This is an optimization exercise on Yosys and OpenROAD, whose aim is small area, not a production implementation. In this exercise RTL edits were held to simulation tests only and were not proved equivalent to the original. Power is estimated from default activity; no workload was simulated.

## nickel
==> module freq_div_channel, before the edit <==
module freq_div_channel
#(
    parameter int unsigned CNT_W      = freq_div_pkg::CNT_W_DEF,
    parameter int unsigned DEF_PERIOD = 2,
    parameter int unsigned DEF_HIGH   = 1
) (
    input  logic             i_clk,
    input  logic             i_rst_n,
    input  logic             i_enable,
    input  logic             i_load,
    input  logic             i_sync,
    input  logic [CNT_W-1:0] i_period,
    input  logic [CNT_W-1:0] i_high,
    output logic             o_clk,
    output logic             o_tick,
    output logic             o_pending
);
    logic             run_q;       
    logic             pend_q;      
    logic             use_stg_q;   
    logic             dflt_q;      
    logic             clk_q, clk_d;
    logic             tick_q;
    logic [CNT_W-1:0] cnt_q;
    logic [CNT_W-1:0] act_per_q;
    logic [CNT_W-1:0] act_high_q;
    logic             act_hz_q;    
    logic [CNT_W-1:0] stg_per_q;
    logic [CNT_W-1:0] stg_high_q;
    logic             stg_hz_q;    
    logic             stg_h1_q;    
    logic [CNT_W-1:0] cnt_inc;
    logic [CNT_W:0]   cnt_cy;      
    logic [CNT_W-1:0] per_eff;
    logic             in_hz, in_h1;
    logic             wrap;
    logic             bnd;
    logic             apply;
    logic             take_new;
    logic             new_hz;
    always_comb begin
        cnt_cy[0] = 1'b1;
        for (int i = 0; i < CNT_W; i++) begin
            cnt_inc[i]  = cnt_q[i] ^ cnt_cy[i];
            cnt_cy[i+1] = cnt_q[i] & cnt_cy[i];
        end
        per_eff  = CNT_W'(freq_div_pkg::clamp_period(freq_div_pkg::MAX_CNT_W'(act_per_q)));
        wrap     = dflt_q ? cnt_q[0] : ((per_eff & ~cnt_inc) == '0);
        bnd      = !run_q || wrap || i_sync;
        apply    = !i_enable || bnd;
        take_new = apply && (i_load || pend_q);
        in_hz    = (i_high == CNT_W'(0));
        in_h1    = (i_high == CNT_W'(1));
        if (i_load && apply)
            new_hz = in_hz;
        else if (pend_q || use_stg_q)
            new_hz = stg_hz_q;
        else
            new_hz = act_hz_q && !dflt_q;
        if (!i_enable)
            clk_d = 1'b0;
        else if (bnd)
            clk_d = !new_hz;
        else if (use_stg_q)
            clk_d = clk_q && !stg_h1_q;           
        else if (dflt_q)
            clk_d = 1'b0;                         
        else
            clk_d = clk_q && ((act_high_q & ~cnt_inc) != '0);
    end
    always_ff @(posedge i_clk or negedge i_rst_n) begin
        if (!i_rst_n) begin
            run_q     <= 1'b0;
            pend_q    <= 1'b0;
            use_stg_q <= 1'b0;
            dflt_q    <= 1'b1;
            clk_q     <= 1'b0;
            tick_q    <= 1'b0;
        end else begin
            run_q     <= i_enable;
            pend_q    <= i_enable && !bnd && (i_load || pend_q);
            use_stg_q <= take_new;
            dflt_q    <= dflt_q && !take_new;
            clk_q     <= clk_d;
            tick_q    <= i_enable && bnd;
        end
    end
    always_ff @(posedge i_clk) begin
        cnt_q <= bnd ? '0 : cnt_inc;
        if (i_load) begin
            stg_per_q  <= i_period;
            stg_high_q <= i_high;
            stg_hz_q   <= in_hz;
            stg_h1_q   <= in_h1;
        end
        if (use_stg_q) begin
            act_per_q  <= stg_per_q;
            act_high_q <= stg_high_q;
            act_hz_q   <= stg_hz_q;
        end
    end
    assign o_clk     = clk_q;
    assign o_tick    = tick_q;
    assign o_pending = pend_q;
endmodule
Settings: LEC_CHECK=0, CAP_MARGIN=20, CORE_MARGIN=2, CORE_UTILIZATION=60, SLEW_MARGIN=20; clock period 7.0 ns.
standard.sh (not shown) runs the stock make flow with config.mk's settings and CLKGATE_MAP_FILE= SYNTH_SCRIPT=/design/flow/synth_recipe.tcl, a recipe that flattens the netlist after the stock synthesis.
==> flow/flow/run.sh <==
#!/bin/bash
# Layout flow: the standard ORFS flow, with two changes to how the
# layout is built:
#  - port buffers use the smallest buffer cell (every port is still buffered);
#  - clock tree synthesis uses clkbuf_16 leaf clusters of at most 25 sinks
#    and adds no dummy loads.
# Each tool's full output goes to a log file in the work folder.
set -euo pipefail
export BUFFER_PORTS_ARGS="-buffer_cell sky130_fd_sc_hd__buf_1"
export CTS_ARGS="-sink_clustering_enable -repair_clock_nets -dont_use_dummy_load -buf_list sky130_fd_sc_hd__clkbuf_16 -sink_clustering_size 25 -sink_clustering_max_diameter 100"
bash standard.sh synth > synth.log 2>&1
bash standard.sh finish > layout.log 2>&1
Here is what was changed in the inputs of maple compared with nickel.
-- flow/design.v --
<<< nickel, line 49
    logic             stg_h1_q;    
    logic [CNT_W-1:0] cnt_inc;
    logic [CNT_W:0]   cnt_cy;      
    logic [CNT_W-1:0] per_eff;
    logic             in_hz, in_h1;
>>> maple, line 49
    logic             stg_h1_q;    
    logic [CNT_W-1:0] cnt_inc;
    logic [CNT_W-1:0] per_eff;
    logic             in_hz, in_h1;
<<< nickel, line 58
    logic             new_hz;
    always_comb begin
        cnt_cy[0] = 1'b1;
        for (int i = 0; i < CNT_W; i++) begin
            cnt_inc[i]  = cnt_q[i] ^ cnt_cy[i];
            cnt_cy[i+1] = cnt_q[i] & cnt_cy[i];
        end
        per_eff  = CNT_W'(freq_div_pkg::clamp_period(freq_div_pkg::MAX_CNT_W'(act_per_q)));
        wrap     = dflt_q ? cnt_q[0] : ((per_eff & ~cnt_inc) == '0);
        bnd      = !run_q || wrap || i_sync;
        apply    = !i_enable || bnd;
>>> maple, line 57
    logic             new_hz;
    always_comb begin
        cnt_inc  = cnt_q + CNT_W'(1);
        per_eff  = CNT_W'(freq_div_pkg::clamp_period(freq_div_pkg::MAX_CNT_W'(act_per_q)));
        wrap     = dflt_q ? cnt_q[0] : (cnt_inc == per_eff);
        bnd      = !run_q || wrap || i_sync;
        apply    = !i_enable || bnd;
<<< nickel, line 85
            clk_d = 1'b0;                         
        else
            clk_d = clk_q && ((act_high_q & ~cnt_inc) != '0);
    end
    always_ff @(posedge i_clk or negedge i_rst_n) begin
>>> maple, line 80
            clk_d = 1'b0;                         
        else
            clk_d = clk_q && (cnt_inc != act_high_q);
    end
    always_ff @(posedge i_clk or negedge i_rst_n) begin
Findings:
- nickel has completed all stages; timing, DRC and antenna checks passed.
- maple was carried through to the last stage, and its layout satisfied the timing, DRC and antenna checks.
- nickel reports its cell at the slowest stage of the critical path as sky130_fd_sc_hd__and4_4 while maple reports sky130_fd_sc_hd__or4_4.
- On maple: starting density of the core is 0.17 points lower than what nickel gave.
- Antenna diode instance count: higher on maple
- nickel -> maple: non-clock buffer count decreased by more than 10%
- In the reports for nickel and maple, the larger synthesized area per cell belongs to nickel.
- On power, nickel beats maple.
- nickel reports its last element of the critical path as g_ch[3].u_ch.cnt_q[22] while maple reports g_ch[0].u_ch.pend_q.
- On maple: routed wire length is about 40% higher than what nickel gave.

==> re-timing with driven ports <==
In the flow no input, the clock included, has a driving cell. The finished layouts below were timed again as built, in two steps. Step 1 assumes that a clkbuf_16 drives the clock port and a buf_2 every other input. Step 2 times the ports against the registers' clock, not the clock port: input delays grow and output delays shrink by t, the midpoint of the rising clock arrivals with the driver on. Three values: ideal ports, drivers, drivers and shift; two values: the first two.
run | t (ns) | slack for setup (ns) | worst hold slack (ns) | clock arrival spread, ns
nickel | 0.641 | 0.148 / 0.148 / 0.148 | 0.362 / 0.362 / 0.362 | 0.065 / 0.065
maple | 0.668 | 2.445 / 2.445 / 2.445 | 0.409 / 0.409 / 0.409 | 0.078 / 0.078
After both steps every run listed still meets setup and hold.
